This design comes from an exercise in tuning for small area, a short achievable clock period and few clock cycles per item on the open sky130 flow, not from production work. The RTL was checked by simulation tests, not by an equivalence proof against the original design.

==> flow/design.v, too long to show whole: its modules and the start of the top module <==
// module tilt_deadband_display_mapper_unit: 1604 lines
module tilt_deadband_display_mapper_unit (
  input  logic                             clk,
  input  logic                             rst,
  input  logic                             sample_valid,
  output logic                             sample_ready,
  input  logic signed [tddm_pkg::IN_W-1:0] sample_accel_x,
  input  logic signed [tddm_pkg::IN_W-1:0] sample_accel_y,
  input  logic signed [tddm_pkg::IN_W-1:0] sample_accel_z,
  input  logic signed [tddm_pkg::IN_W-1:0] sample_gyro_x,
  input  logic signed [tddm_pkg::IN_W-1:0] sample_gyro_y,
  input  logic signed [tddm_pkg::IN_W-1:0] sample_gyro_z,
  output logic                             result_valid,
  input  logic                             result_ready,
  output logic                             result_update,
  output logic [tddm_pkg::COL_W-1:0]       result_bar_end_x,
  output logic [tddm_pkg::COL_W-1:0]       result_bar_end_y,
  output logic [tddm_pkg::COL_W-1:0]       result_bar_end_z,
  output logic [tddm_pkg::COL_W-1:0]       result_roll_marker_col,
  output logic [tddm_pkg::ROW_W-1:0]       result_pitch_marker_row,
  output logic signed [tddm_pkg::ROLL_W-1:0]  result_roll_angle,
  output logic signed [tddm_pkg::PITCH_W-1:0] result_pitch_angle,
  input  logic                             psel,
  input  logic                             penable,
  input  logic                             pwrite,
  input  logic [tddm_pkg::PADDR_W-1:0]     paddr,
  input  logic [tddm_pkg::PDATA_W-1:0]     pwdata,
  output logic [tddm_pkg::PDATA_W-1:0]     prdata,
  output logic                             pready
);
  // ...
==> flow/run.sh <==
#!/bin/bash
# synth_recipe.tcl (not shown) runs the flow's synth.tcl, then flattens the netlist and writes it again
# the make line also repeats each setting of config.mk as NAME=value (left out here)
make -C /OpenROAD-flow-scripts/flow DESIGN_CONFIG=/design/flow/config.mk WORK_HOME=/design/flow/orfs CLKGATE_MAP_FILE= SYNTH_SCRIPT=/design/flow/synth_recipe.tcl finish
==> flow/config.mk <==
export PLATFORM = sky130hd
export DESIGN_NAME = tilt_deadband_display_mapper_unit
export DESIGN_NICKNAME = tilt_deadband_display_mapper_unit
export VERILOG_FILES = /design/flow/design.v
export SDC_FILE = /design/flow/constraint.sdc
export NUM_CORES = 4
export LEC_CHECK = 0
export ABC_AREA = 1
export CAP_MARGIN = 20
export CORE_MARGIN = 2
export CORE_UTILIZATION = 40
export SETUP_SLACK_MARGIN = 5
export SLEW_MARGIN = 20
==> flow/constraint.sdc <==
create_clock -name core_clock -period 11.0 [get_ports {clk}]
set_input_delay 2.2000 -clock core_clock [delete_from_list [all_inputs] [get_ports {clk}]]
set_output_delay 2.2000 -clock core_clock [all_outputs]
set_load 0.01 [all_outputs]
==> metrics list, run 1 <==
* Run status: complete, no violations
- Tap cell instance count: 8997
- Derived from the worst setup path, the maximum achievable clock frequency is 168 MHz.
* Yosys cell types: 83
- The die is 831 um wide.
- Critical path class: input port to output pin
- After layout, the buffer instance count without clock buffers stands at 582.
* Hold Worst Slack: 0.345 ns
* Yosys reg bits: 3620
* FFs & Latches: 3620
- Storage element area: 107000 um^2
* Area share of the largest cell type after synthesis: 38.0%
- Adding up every negative setup slack in the final design gives 0 ns.
- Transition time at the pin with the least slew margin: 1.11 ns
* Class of the worst hold path: register to register
- For this run, design rule violations remaining after detail routing come to 0.
- Detailed routing placed a total of 28.0 mm of wire on met3.
* Maximum number of pins on one net before global-route repair: 183
* Global-route congestion overflow total: 0
- Cell types with the highest counts after synthesis: sky130_fd_sc_hd__nand2_1, sky130_fd_sc_hd__inv_1, sky130_fd_sc_hd__edfxtp_1
* Uppermost layer routed: met5
* Number of vias per cell: 5.05
- Xor and xnor area share after synthesis: 10.2%
- CTS built an H-tree with a depth of 5.
* R2r endpoint: sq1_q1[27]$_DFFE_PP_
- Input and output buffers added on the ports amount to 203.
- TritonCTS built the clock tree.
- Slowest Stage Delay on Critical Path: 0.31 ns
- The mapped netlist covers 274000 um^2.
* Total inserted antenna cells: 10
* Row cnt: 303
* Fraction of area in registers: 35.2%
- Yosys attributes the largest share of cell area to sky130_fd_sc_hd__edfxtp_1, sky130_fd_sc_hd__ha_1, sky130_fd_sc_hd__fa_1, sky130_fd_sc_hd__nand2_1, sky130_fd_sc_hd__xor2_1.
- Biggest area consumer among cell classes: multi-input combinational cells
- HPWL after detailed placement: 541 mm
- Most used flip-flop cell after synthesis: sky130_fd_sc_hd__edfxtp_1
- Setup repair after global routing could not meet its margin everywhere.
Testbench counts, summed over its fixed seeds: cycles 2,136, items 1,920.
==> inputs of run 2 (changes only) <==
--- a/flow/design.v
+++ b/flow/design.v
@@ -911,18 +911,18 @@
   end
   assign rx_6 = 34'($signed({rx17_3, 16'd0}));
   assign ry_7 = 34'($signed({ry17_4, 16'd0}));
   assign rd0_8 = ~ry_7[33];
   assign ysx_9 = 34'($signed(ry_7) >>> 0);
   assign xsn_10 = 34'(rx_6 >>> 0);
   assign rx_11 = {rx_6[33:0] + (ysx_9[33:0] ^ {34{~rd0_8}}) + {33'd0, ~rd0_8}};
   assign ry_12 = {ry_7[33:0] + (xsn_10[33:0] ^ {34{rd0_8}}) + {33'd0, rd0_8}};
-  assign sq1_13 = 31'($signed(in_ay) * $signed(in_ay));
-  assign sq2_14 = 31'($signed(in_az) * $signed(in_az));
+  assign sq1_13 = 31'(32'({1'b0, in_ay[14], 1'b0, in_ay[13], 1'b0, in_ay[12], 1'b0, in_ay[11], 1'b0, in_ay[10], 1'b0, in_ay[9], 1'b0, in_ay[8], 1'b0, in_ay[7], 1'b0, in_ay[6], 1'b0, in_ay[5], 1'b0, in_ay[4], 1'b0, in_ay[3], 1'b0, in_ay[2], 1'b0, in_ay[1], 1'b0, in_ay[0]}) + (32'({1{in_ay[1]}} & in_ay[0:0]) << 2) + (32'({2{in_ay[2]}} & in_ay[1:0]) << 3) + (32'({3{in_ay[3]}} & in_ay[2:0]) << 4) + (32'({4{in_ay[4]}} & in_ay[3:0]) << 5) + (32'({5{in_ay[5]}} & in_ay[4:0]) << 6) + (32'({6{in_ay[6]}} & in_ay[5:0]) << 7) + (32'({7{in_ay[7]}} & in_ay[6:0]) << 8) + (32'({8{in_ay[8]}} & in_ay[7:0]) << 9) + (32'({9{in_ay[9]}} & in_ay[8:0]) << 10) + (32'({10{in_ay[10]}} & in_ay[9:0]) << 11) + (32'({11{in_ay[11]}} & in_ay[10:0]) << 12) + (32'({12{in_ay[12]}} & in_ay[11:0]) << 13) + (32'({13{in_ay[13]}} & in_ay[12:0]) << 14) + (32'({14{in_ay[14]}} & in_ay[13:0]) << 15) + ({32{in_ay[15]}} & {16'(16'd16384 - {1'b0, in_ay[14:0]}), 16'd0}));
+  assign sq2_14 = 31'(32'({1'b0, in_az[14], 1'b0, in_az[13], 1'b0, in_az[12], 1'b0, in_az[11], 1'b0, in_az[10], 1'b0, in_az[9], 1'b0, in_az[8], 1'b0, in_az[7], 1'b0, in_az[6], 1'b0, in_az[5], 1'b0, in_az[4], 1'b0, in_az[3], 1'b0, in_az[2], 1'b0, in_az[1], 1'b0, in_az[0]}) + (32'({1{in_az[1]}} & in_az[0:0]) << 2) + (32'({2{in_az[2]}} & in_az[1:0]) << 3) + (32'({3{in_az[3]}} & in_az[2:0]) << 4) + (32'({4{in_az[4]}} & in_az[3:0]) << 5) + (32'({5{in_az[5]}} & in_az[4:0]) << 6) + (32'({6{in_az[6]}} & in_az[5:0]) << 7) + (32'({7{in_az[7]}} & in_az[6:0]) << 8) + (32'({8{in_az[8]}} & in_az[7:0]) << 9) + (32'({9{in_az[9]}} & in_az[8:0]) << 10) + (32'({10{in_az[10]}} & in_az[9:0]) << 11) + (32'({11{in_az[11]}} & in_az[10:0]) << 12) + (32'({12{in_az[12]}} & in_az[11:0]) << 13) + (32'({13{in_az[13]}} & in_az[12:0]) << 14) + (32'({14{in_az[14]}} & in_az[13:0]) << 15) + ({32{in_az[15]}} & {16'(16'd16384 - {1'b0, in_az[14:0]}), 16'd0}));
   assign pzero_15 = (in_ay == 16'd0) && (in_az == 16'd0);
   assign rd1_16 = ~ry_q1[33];
   assign ysx_17 = 34'($signed(ry_q1) >>> 1);
   assign xsn_18 = 33'(rx_q1 >>> 1);
   assign rx_19 = {rx_q1[33:0] + (ysx_17[33:0] ^ {34{~rd1_16}}) + {33'd0, ~rd1_16}};
   assign ry_20 = {ry_q1[32:0] + (xsn_18[32:0] ^ {33{rd1_16}}) + {32'd0, rd1_16}};
   assign rd2_21 = ~ry_20[32];
   assign ysx_22 = 34'($signed(ry_20) >>> 2);
==> metrics list, run 2 <==
- Transition time at the pin with the least slew margin: 1.08 ns (was 1.11 ns)
- Most used cells in the layout excluding fill and tap cells: sky130_fd_sc_hd__nand2_1, sky130_fd_sc_hd__inv_1, sky130_fd_sc_hd__edfxtp_1 (unchanged)
- The number of rows created at floorplan came to 300 (was 303).
- The die span in x was 821 um (was 831 um).
- Placeable core area: 667000 um^2 (was 681000 um^2)
- First-pass GRT wire length: 1080 mm (about the same)
* Run status: complete, no violations (unchanged)
- The initial standard-cell utilization of the core is 40.1% (was 40.2%).
* Number of nets still failing antenna checks after routing: 0 (unchanged)
- 1st-pass router iterations: 8 (was 6)
- The launching element of the worst setup path is paddr[2] (was paddr[4]).
- The top-level port count came to 239 (unchanged).
* Slowest Stage Delay on Critical Path: 0.32 ns (was 0.31 ns)
* Worst EP arrival: 3.65 ns (was 3.74 ns)
- The detail-routed via count per cell is 5.09 (was 5.05).
- The number of buffers created by CTS is 407 (was 402).
- The launch instance of the worst register-to-register path is root_q12[20]$_DFFE_PP_ (was in_ay[7]$_DFFE_PP_).
- The ratio of final minimum period to clock period was 53.2% (was 54.0%).
- Worst Min Path Start: rnew_q22[4]$_DFFE_PP_ (was gx_q18[13]$_DFFE_PP_)
- Cell types with the highest counts after synthesis: sky130_fd_sc_hd__nand2_1, sky130_fd_sc_hd__inv_1, sky130_fd_sc_hd__edfxtp_1 (unchanged).
- Unrepaired setup endpoints after global routing: yes (unchanged)
* Clock slew at the register clock pins of the worst setup and hold paths: 0.07 ns (was 0.06 ns)
* Final setup violating endpoints: 0 (unchanged)
- The worst setup slack after layout came to 5.15 ns (was 5.06 ns).
- Class of the worst hold path: register to register (unchanged)
- Number of cells on the worst hold path: 0 (unchanged)
* Post-synthesis cell count: 28600 (was 29200)
- The worst setup slack for register-to-register paths was 5.24 ns (was 5.09 ns).
- The prevailing post-synth register cell is sky130_fd_sc_hd__edfxtp_1 (unchanged).
- CTS Hold Bufs: 0 (unchanged)
- Area of the mapped netlist: 267000 um^2 (was 274000 um^2)
* Fraction of registers with async set or reset after synthesis: 0% (unchanged)
- The slowest stage cell on the critical path is sky130_fd_sc_hd__dlygate4sd2_1 (unchanged).
- Storage element area: 107000 um^2 (about the same)
- R2r endpoint: rem_q13[23]$_DFFE_PP_ (was sq1_q1[27]$_DFFE_PP_)
- The achievable clock frequency is 171 MHz (was 168 MHz).
* Clock latency on the worst-skew pair: 1.09 ns (was 1.04 ns)
- Number of cells on the worst reg-to-reg path: 23 (unchanged)
* Clock tree skew after final layout: 0.117 ns (was 0.0947 ns)
- The CTS sink count was 3619 (was 3620).
- Main area contributors after synthesis: sky130_fd_sc_hd__edfxtp_1, sky130_fd_sc_hd__ha_1, sky130_fd_sc_hd__nand2_1, sky130_fd_sc_hd__fa_1, sky130_fd_sc_hd__xor2_1 (was sky130_fd_sc_hd__edfxtp_1, sky130_fd_sc_hd__ha_1, sky130_fd_sc_hd__fa_1, sky130_fd_sc_hd__nand2_1, sky130_fd_sc_hd__xor2_1)
- The maximum clock insertion buffer count came to 4 (unchanged).
- The endpoint with the worst hold slack is rnew_q23[4]$_DFFE_PP_ (was gx_q19[13]$_DFFE_PP_).
- The overall via count from detail_route was 195000 (was 197000).
- The most area-hungry cell type in the Yosys netlist is sky130_fd_sc_hd__edfxtp_1 (unchanged).
* Type of destination of the critical path: output pin (unchanged)
* Yosys cell types: 100 (was 83)
- The post-placement setup slack came to 3.30 ns (was 3.57 ns).
- The fraction of layout instances using a drive strength above 1 was 5.36% (was 5.56%).
- The kind of critical path is input port to output pin (unchanged).
* Slew margin rel.: 27.7% (was 26.1%)
* Sequential area share after synthesis: 40.1% (was 39.1%)
- The maximum level of the CTS H-tree is 5 (unchanged).
* Area share of the largest cell type after synthesis: 38.8% (was 38.0%)
* Setup crit start kind: input port (unchanged)
- The synthesized flop and latch total was 3619 (was 3620).
- Final Max Slew Viols: 0 (unchanged)
- Number of enable flip-flop cells after synthesis: 3458 (was 3459)
- The number of global-route vias before repair came to 190000 (was 194000).
- Required time of the critical path: 8.80 ns (about the same)
* Clock tree from TritonCTS: built (unchanged)
- Synthesized area per cell: 9.33 um^2 (was 9.39 um^2)
- The largest fanout on the critical path was 11 (was 6).
- Most frequent cell after synthesis: sky130_fd_sc_hd__nand2_1 (unchanged)
* Final hold violations: 0 (unchanged)
* Area of the multi-input gates: 144000 um^2 (was 150000 um^2)
* HPWL after detailed placement: 553 mm (was 541 mm)
* Number of fill cells in the layout: 64100 (was 65000)
- Clock period minus final worst setup slack: 5.85 ns (was 5.94 ns)
- The remaining global-route overflow is 0 (unchanged).
- DR iter-0 viols: 14900 (was 14000)
- Sequence of cells on the critical path: clkbuf_2, inv_2, nor3_4, inv_4, o21ai_0, a221oi_1, o21ai_1, dlygate4sd2_1 (was clkdlybuf4s18_2, nor3_4, buf_4, buf_4, nand2_1, o21ai_0, a221oi_1, o21ai_0, dlygate4sd2_1)
- The total wirelength of the detailed-routed design is 699 mm (was 692 mm).
- DRC violation count after routing: 0 (unchanged)
- The final-stage net count came to 32600 (was 33500).
- Total of warnings raised by yosys: 1 (unchanged)
* Number of max-capacitance violations reported: 0 (unchanged)
* Area of the die: 675000 um^2 (was 691000 um^2)
- The area added between synthesis and finish is 10.6% (was 11.2%).
* WL/cell: 18.3 um (was 17.8 um)
- Global placer's final weighted congestion: 0.950 (was 0.925)
- The buffer type at the clock tree root was sky130_fd_sc_hd__clkbuf_16 (unchanged).
- The overall routing resource usage was 20.0% (was 19.5%).
- The floorplan die height is 821 um (was 831 um).
- Antenna violations before repair: 33 (was 28)
- Most frequent standard cell in the layout excluding fill and tap cells: sky130_fd_sc_hd__nand2_1 (unchanged)
- # port buffers: 203 (unchanged)
* Maximum number of pins on one net before global-route repair: 184 (was 183)
## run 2: worst max-delay path by stage
stage | to | slack, ns | depth (start not counted)
floorplan | sample_ready | -1.60 | 3
global placement | in_gx[13]$_DFFE_PP_ | 3.35 | 9
detailed placement | in_gx[13]$_DFFE_PP_ | 3.30 | 9
CTS | py_q20[22]$_DFFE_PP_ | 5.00 | 31
global route | rem_q9[21]$_DFFE_PP_ | 4.86 | 32
finish | prdata[5] | 5.15 | 8
## run 2: cells by family after synthesis
| family | synth area share, % |
|---|---|
| flops | 40.1 |
| fa+ha+maj | 18.7 |
| buf+inv | 6.53 |
| simple gates | 14.3 |
| other cells | 0.00281 |
| xor+xnor | 10.4 |
| compound gates | 10.0 |
| mux | 0.0117 |
## run 2: per-layer routing
metal	global-route usage [%]	up-vias	share of wire [%]
met4	6.03	4	3.4
met1	28.6	92700	47
met5	0	-	0.0039
li1	-	96700	-
met2	32.4	4476	45
met3	1.80	939	4.5
## run 2: repair_timing
action / CTS / global route
gates cloned: 10 / 14
hold endpoints to repair: 0 / 0
pin swaps: 18 / 38
setup buffers: 27 / 113
setup endpoints to repair: 380 / 498
resized for setup: 154 / 269
## run 2: cell type report
| cell class | instances | area share [%] |
|---|---|---|
| Antenna cell | 16 | 0.0135 |
| Clock buffer | 460 | 3.53 |
| Clock inverter | 297 | 1.13 |
| Inverter | 4023 | 5.17 |
| Multi-Input combinational cell | 20500 | 48.6 |
| Sequential cell | 3619 | 36.2 |
| Tap cell | 8909 | 3.77 |
| Timing Repair Buffer | 469 | 1.55 |
| Timing Repair inverter | 12 | 0.0292 |
## run 2: worst max-delay path: cells and delay by family
kind / cells / cell delay, ns
AO/OA/AOI/OAI: 3 / 0.50
buffers and inverters: 4 / 0.70
AND/OR/NAND/NOR: 1 / 0.25
## run 2: stage by stage
step / instances / utilization, % / setup TNS, ns / hold slack [ns] / area, um^2
finish: 38300 / 44.4 / 0 / 0.355 / 296000
global route: 38300 / 44.4 / 0 / 0.363 / 296000
CTS: 38100 / 44.1 / 0 / 0.350 / 294000
detailed placement: 37400 / 41.9 / 0 / 0.405 / 279000
global placement: 37400 / 41.9 / 0 / 0.400 / 279000
floorplan: 28700 / - / -572.95 / 0.400 / 267000
Testbench counts of run 2, summed over its fixed seeds: cycles 2,136, items 1,920.
==> inputs of run 3 (changes only) <==
--- a/flow/config.mk
+++ b/flow/config.mk
@@ -10,4 +10,5 @@
 export CORE_MARGIN = 2
 export CORE_UTILIZATION = 40
+export PLACE_DENSITY = 0.7
 export SETUP_SLACK_MARGIN = 5
 export SLEW_MARGIN = 20
==> metrics list, run 3 <==
- Run status: complete, no violations (unchanged)
- Top Ports: 239 (unchanged)
* Area of the die: 675000 um^2 (unchanged)
- Yosys reg bits: 3619 (unchanged)
- Most used cells in the layout excluding fill and tap cells: sky130_fd_sc_hd__nand2_1, sky130_fd_sc_hd__inv_1, sky130_fd_sc_hd__edfxtp_1 (unchanged)
- Max Fclk: 168 MHz (was 171 MHz)
* Cell family contributing the most delay on the critical path: buffers and inverters (unchanged)
* Finished layout cell area: 295000 um^2 (was 296000 um^2)
* DR iter-0 viols: 15100 (was 14900)
- Maximum number of pins on one net before global-route repair: 198 (was 184)
- Most frequent standard cell in the layout excluding fill and tap cells: sky130_fd_sc_hd__nand2_1 (unchanged)
- The count of mapped cells out of synthesis came to 28600 (unchanged).
- Max FO, Critical Path: 11 (unchanged)
- The initial antenna violation count was 21 (was 33).
- Area share of the largest cell type after synthesis: 38.8% (unchanged)
- Number of H-tree levels: 5 (unchanged)
- The number of buffers added on ports came to 203 (unchanged).
- Worst EP arrival: 3.77 ns (was 3.65 ns)
- Xor and xnor area share after synthesis: 10.4% (unchanged)
- The largest stage delay on the critical path is 0.32 ns (about the same).
- The routability-driven placement congestion ratio is 0.971 (was 0.950).
- Synthesis-to-layout area growth: 10.4% (was 10.6%)
- Class of the worst hold path: register to register (unchanged)
* Fraction of registers with async set or reset after synthesis: 0% (unchanged)
- Number of buffers created by CTS: 392 (was 407)
* Clock latency on the worst-skew pair: 1.02 ns (was 1.09 ns)
* Area of the mapped netlist: 267000 um^2 (unchanged)
- Simple-gate share of the synthesized area: 14.3% (unchanged)
- Number of buffers on the longest clock path: 4 (unchanged)
* DRC violation count after routing: 0 (unchanged)
* Global-route congestion overflow total: 0 (unchanged)
* Sequence of cells on the critical path: clkdlybuf4s15_2, inv_1, nor3_4, inv_2, o21ai_0, a221oi_2, o21ai_1, dlygate4sd2_1 (was clkbuf_2, inv_2, nor3_4, inv_4, o21ai_0, a221oi_1, o21ai_1, dlygate4sd2_1)
- Final hold violations: 0 (unchanged)
- TritonCTS sink count: 3619 (unchanged)
- The ratio of final minimum period to clock period is 54.3% (was 53.2%).
* Via count: 196000 (was 195000)
- Largest family of logic cells by synthesized area: adder cells (unchanged)
- Final setup violating endpoints: 0 (unchanged)
* Unrepaired setup endpoints after global routing: yes (unchanged)
- The number of max-slew violations in the final report was 0 (unchanged).
* Detailed-route wire length: 674 mm (was 699 mm)
- The final-layout worst hold slack is 0.372 ns (was 0.355 ns).
- Core utilization of the finished layout: 44.3% (was 44.4%)
- The core area was 667000 um^2 (unchanged).
* Fraction of the mapped netlist area in adder cells: 18.7% (unchanged)
- The final-stage net count came to 32500 (was 32600).
- Cell area after placement: 279000 um^2 (about the same)
- The initial standard-cell utilization of the core came to 40.1% (unchanged).
- Synthesized area per cell: 9.33 um^2 (unchanged)
- Most area-hungry cell type in the Yosys netlist: sky130_fd_sc_hd__edfxtp_1 (unchanged)
- The total of max-cap violations was 0 (unchanged).
- The average wire length per cell after detail routing is 17.6 um (was 18.3 um).
* Root buffer selected by CTS: sky130_fd_sc_hd__clkbuf_16 (unchanged)
* Total of warnings raised by yosys: 1 (unchanged)
* Critical path class: input port to output pin (unchanged)
- The number of fillers in the final layout came to 63300 (was 64100).
- The slowest stage cell on the critical path is sky130_fd_sc_hd__dlygate4sd2_1 (unchanged).
* Slew margin rel.: 22.1% (was 27.7%)
* Required time of the critical path: 8.80 ns (about the same)
- The overall routing resource usage was 19.2% (was 20.0%).
- The transition time at the pin with the least slew margin is 1.17 ns (was 1.08 ns).
* Yosys cell types: 100 (unchanged)
- The post-synthesis compound-gate area fraction was 10.0% (unchanged).
* Setup tns final: 0 ns (unchanged)
- Row cnt: 300 (unchanged)
- The proportion of synthesized area in mux cells came to 0.0117% (unchanged).
- Clock tree from TritonCTS: built (unchanged)
- CTS Hold Bufs: 0 (unchanged)
- The detailed-routing iteration count for the pre-antenna-repair pass was 8 (unchanged).
- The estimated wirelength of the detail-placed design came to 534 mm (was 553 mm).
- The first-pass GRT wire length was 1050 mm (was 1080 mm).
- The most frequently used cell type in the post-synthesis netlist is sky130_fd_sc_hd__nand2_1 (unchanged).
- Type of destination of the critical path: output pin (unchanged)
* Number of vias per cell: 5.13 (was 5.09)
- Cell types with the highest counts after synthesis: sky130_fd_sc_hd__nand2_1, sky130_fd_sc_hd__inv_1, sky130_fd_sc_hd__edfxtp_1 (unchanged)
- Main area contributors after synthesis: sky130_fd_sc_hd__edfxtp_1, sky130_fd_sc_hd__ha_1, sky130_fd_sc_hd__nand2_1, sky130_fd_sc_hd__fa_1, sky130_fd_sc_hd__xor2_1 (unchanged).
- Die width: 821 um (unchanged)
* Clock period minus final worst setup slack: 5.97 ns (was 5.85 ns)
- The fraction of layout instances using a drive strength above 1 is 5.17% (was 5.36%).
* Clock tree skew after final layout: 0.0876 ns (was 0.117 ns)
* Vias in the first global route: 190000 (about the same)
- The antenna violation net count after detailed routing came to 0 (unchanged).
- The prevailing post-synth register cell is sky130_fd_sc_hd__edfxtp_1 (unchanged).
* Sequential area share after synthesis: 40.1% (unchanged)
- Buf+Inv Stages, Crit Path: 4 (unchanged)
- The critical path startpoint category was an input port (unchanged).
- The number of synthesized flops with an enable pin is 3458 (unchanged).
- Clock slew at the register clock pins of the worst setup and hold paths: 0.06 ns (was 0.07 ns)
- The floorplan die height is 821 um (unchanged).
## run 3: changes by cell type in the layout (fill, tap and decap cells not counted), sizes merged
cell,change
buf,-36
clkinv,-19
clkbuf,-14
bufinv,-8
diode,-6
clkdlybuf4s15,+3
dlymetal6s2s,+2
nand2,+2
bufbuf,+1
clkdlybuf4s50,-1
inv,+1
## run 3: worst reg2reg max path, stage by stage, from the launching register on
cell and delay, ns:
sky130_fd_sc_hd__edfxtp_1 0.41, sky130_fd_sc_hd__buf_12 0.18, sky130_fd_sc_hd__bufbuf_16 0.32, sky130_fd_sc_hd__mux2_2 0.38
sky130_fd_sc_hd__fa_1 0.45, sky130_fd_sc_hd__nand3_1 0.09, sky130_fd_sc_hd__nand2_1 0.09, sky130_fd_sc_hd__a21oi_1 0.26
sky130_fd_sc_hd__o21ai_1 0.14, sky130_fd_sc_hd__a21boi_1 0.31, sky130_fd_sc_hd__o21bai_1 0.23, sky130_fd_sc_hd__a21oi_2 0.27
sky130_fd_sc_hd__o21bai_1 0.13, sky130_fd_sc_hd__nand2_1 0.07, sky130_fd_sc_hd__nand2_1 0.06, sky130_fd_sc_hd__xor2_1 0.29
sky130_fd_sc_hd__xor2_1 0.12, sky130_fd_sc_hd__ha_1 0.39, sky130_fd_sc_hd__nand2_1 0.15, sky130_fd_sc_hd__inv_1 0.08
sky130_fd_sc_hd__a21oi_1 0.33, sky130_fd_sc_hd__o21ai_0 0.16, sky130_fd_sc_hd__a21oi_1 0.33, sky130_fd_sc_hd__nand2_1 0.09
sky130_fd_sc_hd__nand2_1 0.06, sky130_fd_sc_hd__nand2_1 0.09
## run 3: area by class of cell
cell class                      instances  area, um^2  share of cell area, %
Clock inverter                        270        2970                   1.01
Tap cell                             8909       11100                   3.78
Sequential cell                      3619      107000                   36.3
Timing Repair inverter                 13        91.3                 0.0310
Multi-Input combinational cell      20500      144000                   48.7
Antenna cell                           10        25.0                0.00848
Timing Repair Buffer                  435        4420                   1.50
Clock buffer                          449       10100                   3.44
Inverter                             4023       15300                   5.18
## run 3: repair_timing
| action | in CTS | in global routing |
|---|---|---|
| gates resized for setup | 147 | 301 |
| setup endpoints to repair | 249 | 368 |
| cloned | 10 | 19 |
| buffers inserted | 17 | 103 |
| pin swaps | 15 | 34 |
## run 3: stage by stage
stage | worst slack (ns) | cells
2_1_floorplan | -1.60 | 28700
3_3_place_gp | 3.78 | 37300
3_5_place_dp | 3.67 | 37300
4_1_cts | 5.01 | 38100
5_1_grt | 4.92 | 38200
6_report | 5.03 | 38200
## run 3: worst paths after layout
kind	startpoint	end	slack [ns]	cells after the start
worst min-delay path	nax_q7[7]$_DFFE_PP_	nax_q8[7]$_DFFE_PP_	0.37	0
worst max-delay path	paddr[2]	prdata[2]	5.03	8
worst min register to register	nax_q7[7]$_DFFE_PP_	nax_q8[7]$_DFFE_PP_	0.37	0
worst max register to register	py_q15[33]$_DFFE_PP_	py_q16[27]$_DFFE_PP_	5.28	25
## run 3: cells by family after synthesis
family | count (synthesis)
flops | 3619
mux | 3
simple gates | 9132
buf+inv | 4556
fa+ha+maj | 3409
xor+xnor | 3137
other cells | 2
compound gates | 4782
## run 3: metal layers
metal	GRT usage (%)	vias to the layer above	part of all wire (%)
met2	32.1	5236	46
met1	26.4	93100	45
met3	2.06	1024	5.5
li1	-	96700	-
met4	5.59	4	3.2
met5	0	-	0.0033
==> inputs of run 4 (changes only) <==
--- a/flow/config.mk
+++ b/flow/config.mk
@@ -9,6 +9,5 @@
 export CAP_MARGIN = 20
 export CORE_MARGIN = 2
-export CORE_UTILIZATION = 40
-export PLACE_DENSITY = 0.7
+export CORE_UTILIZATION = 32
 export SETUP_SLACK_MARGIN = 5
 export SLEW_MARGIN = 20
==> metrics list, run 4 <==
* Clock tree from TritonCTS: built (unchanged)
* GRT met3 Usage: 1.80% (was 2.06%)
- Number of cells on the worst reg-to-reg path: 23 (was 25)
* Setup crit start kind: input port (unchanged)
- Max FO, Critical Path: 11 (unchanged)
- The remaining global-route overflow is 0 (unchanged).
- The final-layout worst hold slack is 0.330 ns (was 0.372 ns).
- The setup TNS is 0 ns (unchanged).
- Startpoint of the worst setup timing path: paddr[2] (unchanged)
- 1st-pass router iterations: 8 (unchanged)
- The arrival time of data at the critical path endpoint was 3.77 ns (about the same).
- The worst setup slack for register-to-register paths came to 5.20 ns (was 5.28 ns).
- Most area-hungry cell type in the Yosys netlist: sky130_fd_sc_hd__edfxtp_1 (unchanged)
- Startpoint of the worst register-to-register path: py_q15[33]$_DFFE_PP_ (unchanged)
- The overall routing resource usage came to 15.8% (was 19.2%).
- Main area contributors after synthesis: sky130_fd_sc_hd__edfxtp_1, sky130_fd_sc_hd__ha_1, sky130_fd_sc_hd__nand2_1, sky130_fd_sc_hd__fa_1, sky130_fd_sc_hd__xor2_1 (unchanged)
- The ratio of final minimum period to clock period is 54.3% (about the same).
- Non-filler cells, final: 40500 (was 38200)
* Number of enable flip-flop cells after synthesis: 3458 (unchanged)
- Area of the mapped netlist: 267000 um^2 (unchanged)
- Slew margin rel.: 33.2% (was 22.1%)
* Final hold violations: 0 (unchanged)
- Synthesized area per cell: 9.33 um^2 (unchanged)
* First-pass GRT wire length: 1070 mm (was 1050 mm)
- The clock-pin slew of the registers on the worst-case setup and hold paths was 0.06 ns (about the same).
* Number of placed instances, taps included: 39600 (was 37300)
* Final setup violating endpoints: 0 (unchanged)
- Number of H-tree levels: 5 (unchanged)
- The average wire length per cell after detail routing was 17.1 um (was 17.6 um).
- The kind of end point of the critical path was an output pin (unchanged).
* Vertical die dimension: 918 um (was 821 um)
- DRC violation count after routing: 0 (unchanged)
- Sequential area share after synthesis: 40.1% (unchanged)
- Yosys reg bits: 3619 (unchanged)
- The detail-routed via count per cell is 4.84 (was 5.13).
- Starting Density: 32.1% (was 40.1%)
- Clock period minus final worst setup slack: 5.97 ns (about the same)
- Cell types with the highest counts after synthesis: sky130_fd_sc_hd__nand2_1, sky130_fd_sc_hd__inv_1, sky130_fd_sc_hd__edfxtp_1 (unchanged)
- The area added between synthesis and finish was 11.6% (was 10.4%).
- Run status: complete, no violations (unchanged).
- CTS Hold Bufs: 0 (unchanged)
- The routability-driven placement congestion ratio was 0.944 (was 0.971).
- The routing usage on met1 was 21.8% (was 26.4%).
- Detailed-route wire length: 691 mm (was 674 mm)
* Final Max Slew Viols: 0 (unchanged)
* Number of nets still failing antenna checks after routing: 0 (unchanged)
- Die width: 918 um (was 821 um)
* Most used flip-flop cell after synthesis: sky130_fd_sc_hd__edfxtp_1 (unchanged)
- The total of max-cap violations was 0 (unchanged).
- Transition time at the pin with the least slew margin: 1.00 ns (was 1.17 ns)
- Required time of the critical path: 8.80 ns (about the same)
- The fraction of registers with async set/reset was 0% (unchanged).
* Most heavily used metal layer in global routing: met2 (unchanged)
- The number of buffers added on ports is 203 (unchanged).
- DR iter-0 viols: 14200 (was 15100)
- The number of buffers created by CTS came to 403 (was 392).
- Antenna violations before repair: 40 (was 21)
- Clock tree skew after final layout: 0.126 ns (was 0.0876 ns)
- Post-synthesis cell count: 28600 (unchanged)
- Most used cells in the layout excluding fill and tap cells: sky130_fd_sc_hd__nand2_1, sky130_fd_sc_hd__inv_1, sky130_fd_sc_hd__edfxtp_1 (unchanged)
- GRT met2 Usage: 26.2% (was 32.1%)
- Number of buffers on the longest clock path: 4 (unchanged)
* Ratio of cells with drive above 1 in the final layout: 5.35% (was 5.17%)
- The kind of critical path is input port to output pin (unchanged).
- The most common cell after layout, fill and taps aside was sky130_fd_sc_hd__nand2_1 (unchanged).
* Most frequent cell after synthesis: sky130_fd_sc_hd__nand2_1 (unchanged)
- Area share of the largest cell type after synthesis: 38.8% (unchanged)
- The overall via count from detail_route is 196000 (about the same).
* Top Ports: 239 (unchanged)
- Area of the die: 843000 um^2 (was 675000 um^2)
- The class of the tightest hold or removal check is register to register (unchanged).
- The estimated wirelength of the detail-placed design is 547 mm (was 534 mm).
- Placeable core area: 832000 um^2 (was 667000 um^2)
- Max Fclk: 167 MHz (was 168 MHz)
- The number of rows created at floorplan is 335 (was 300).
- The buffer type at the clock tree root is sky130_fd_sc_hd__clkbuf_16 (unchanged).
- Net count, final: 32600 (was 32500)
- Vias in the first global route: 191000 (was 190000)
- Unrepaired setup endpoints after global routing: yes (unchanged)
- R2r endpoint: py_q16[30]$_DFFE_PP_ (was py_q16[27]$_DFFE_PP_)
- The number of synthesis warnings was 1 (unchanged).
* TritonCTS sink count: 3619 (unchanged)
- The latest clock arrival within the worst-skew pair was 1.06 ns (was 1.02 ns).
* Yosys cell types: 100 (unchanged)
- The pin count of the biggest net entering global routing is 156 (was 198).
* Critical path capture point: prdata[5] (was prdata[2])
-- run 4: cell counts after synthesis --
No cell type changed its count.
-- run 4: repair_timing --
item | 4_1_cts | 5_1_grt
setup buffers | 23 | 105
endpoints found under the setup margin | 285 | 364
gates resized for setup | 154 | 325
endpoints found under the hold margin | 0 | 0
cloned | 12 | 13
pin swaps | 13 | 37
-- run 4: worst min path at each step --
| stage | endpoint | slack (ns) | cells after the start | startpoint |
|---|---|---|---|---|
| 3_3_place_gp | nax_q8[1]$_DFFE_PP_ | 0.40 | 0 | nax_q7[1]$_DFFE_PP_ |
| 5_1_grt | gz_q22[7]$_DFFE_PP_ | 0.33 | 0 | gz_q21[7]$_DFFE_PP_ |
| 3_5_place_dp | R_q3[13]$_DFFE_PP_ | 0.40 | 0 | R_q2[13]$_DFFE_PP_ |
| 6_report | gz_q22[7]$_DFFE_PP_ | 0.33 | 0 | gz_q21[7]$_DFFE_PP_ |
| 2_1_floorplan | R_q3[0]$_DFFE_PP_ | 0.40 | 0 | R_q2[0]$_DFFE_PP_ |
| 4_1_cts | gz_q17[6]$_DFFE_PP_ | 0.31 | 0 | gz_q16[6]$_DFFE_PP_ |
-- run 4: area by class of cell --
cell class	count	area, um^2
fill	83900	534000
multi-input combinational	20500	144000
sequential	3619	107000
inverter	4023	15300
tap	11100	13900
clock buffer	463	10400
timing repair buffer	464	4570
clock inverter	281	3000
timing repair inverter	14	113
antenna	8	20.0
-- run 4: worst max-delay path: stages --
cell and delay [ns]:
sky130_fd_sc_hd__dlygate4sd2_1 0.30, sky130_fd_sc_hd__inv_2 0.14, sky130_fd_sc_hd__nor3_4 0.06, sky130_fd_sc_hd__inv_2 0.18, sky130_fd_sc_hd__o21ai_0 0.12, sky130_fd_sc_hd__a221oi_1 0.24
sky130_fd_sc_hd__o21ai_0 0.20, sky130_fd_sc_hd__dlygate4sd2_1 0.33
-- run 4: routing by layer --
metal	vias to the layer above	share of wire [%]
met3	972	5.0
met2	4598	46
li1	96800	-
met4	10	2.9
met5	-	0.0091
met1	93400	46
-- run 4: metrics by stage --
stage / worst slack [ns] / util [%] / cell area [um^2]
final: 5.03 / 35.8 / 298000
after CTS: 4.90 / 35.6 / 296000
after floorplan: -1.60 / - / 267000
after detailed placement: 3.81 / 33.9 / 282000
after global placement: 3.78 / 33.9 / 282000
after global routing: 4.91 / 35.8 / 298000
-- run 4: cells by family (layout without fill, tap and decap cells) --
| logic type | count (synthesis) | count (layout) | synth area share (%) |
|---|---|---|---|
| AOI/OAI and AO/OA | 4782 | 4782 | 10.0 |
| other | 2 | 27 | 0.00281 |
| adders and majority gates | 3409 | 3409 | 18.7 |
| xor gates and xnor gates | 3137 | 3137 | 10.4 |
| buffers and inverters | 4556 | 5245 | 6.53 |
| and+or+nand+nor | 9132 | 9136 | 14.3 |
| DFF | 3619 | 3619 | 40.1 |
| muxes | 3 | 3 | 0.0117 |

## what the ideal ports hide
Ports are ideal in the flow. The routed layouts listed here were re-timed in OpenROAD.
Step 1, drivers: a clkbuf_16 drives clk and a buf_2 each remaining input, both assumed.
Step 2, shift: input delay + t, output delay - t, t = (earliest + latest rising clock arrival at the registers) / 2. This alone moves slack from input paths to output paths.
Slacks: ideal / step 1 / step 2; pairs: ideal / step 1.
| run | shift t [ns] | setup WS [ns] | worst hold slack (ns) | worst setup path at the end | worst register clock-pin slew, ns |
|---|---|---|---|---|---|
| run 1 | 1.136 | 5.058 / 5.012 / 4.366 | 0.345 / 0.345 / 0.345 | input to register | 0.08 / 0.08 |
| run 2 | 1.171 | 5.152 / 5.083 / 4.328 | 0.355 / 0.355 / 0.355 | input to register | 0.07 / 0.07 |
| run 3 | 1.127 | 5.032 / 4.999 / 4.340 | 0.372 / 0.372 / 0.372 | input to register | 0.07 / 0.07 |
| run 4 | 1.148 | 5.028 / 4.974 / 4.423 | 0.330 / 0.330 / 0.330 | input to register | 0.08 / 0.08 |
After both steps every run listed still meets setup and hold. For run 2, which loses most, drivers alone change the setup slack by -0.069 ns; drivers and shift together by -0.824 ns.
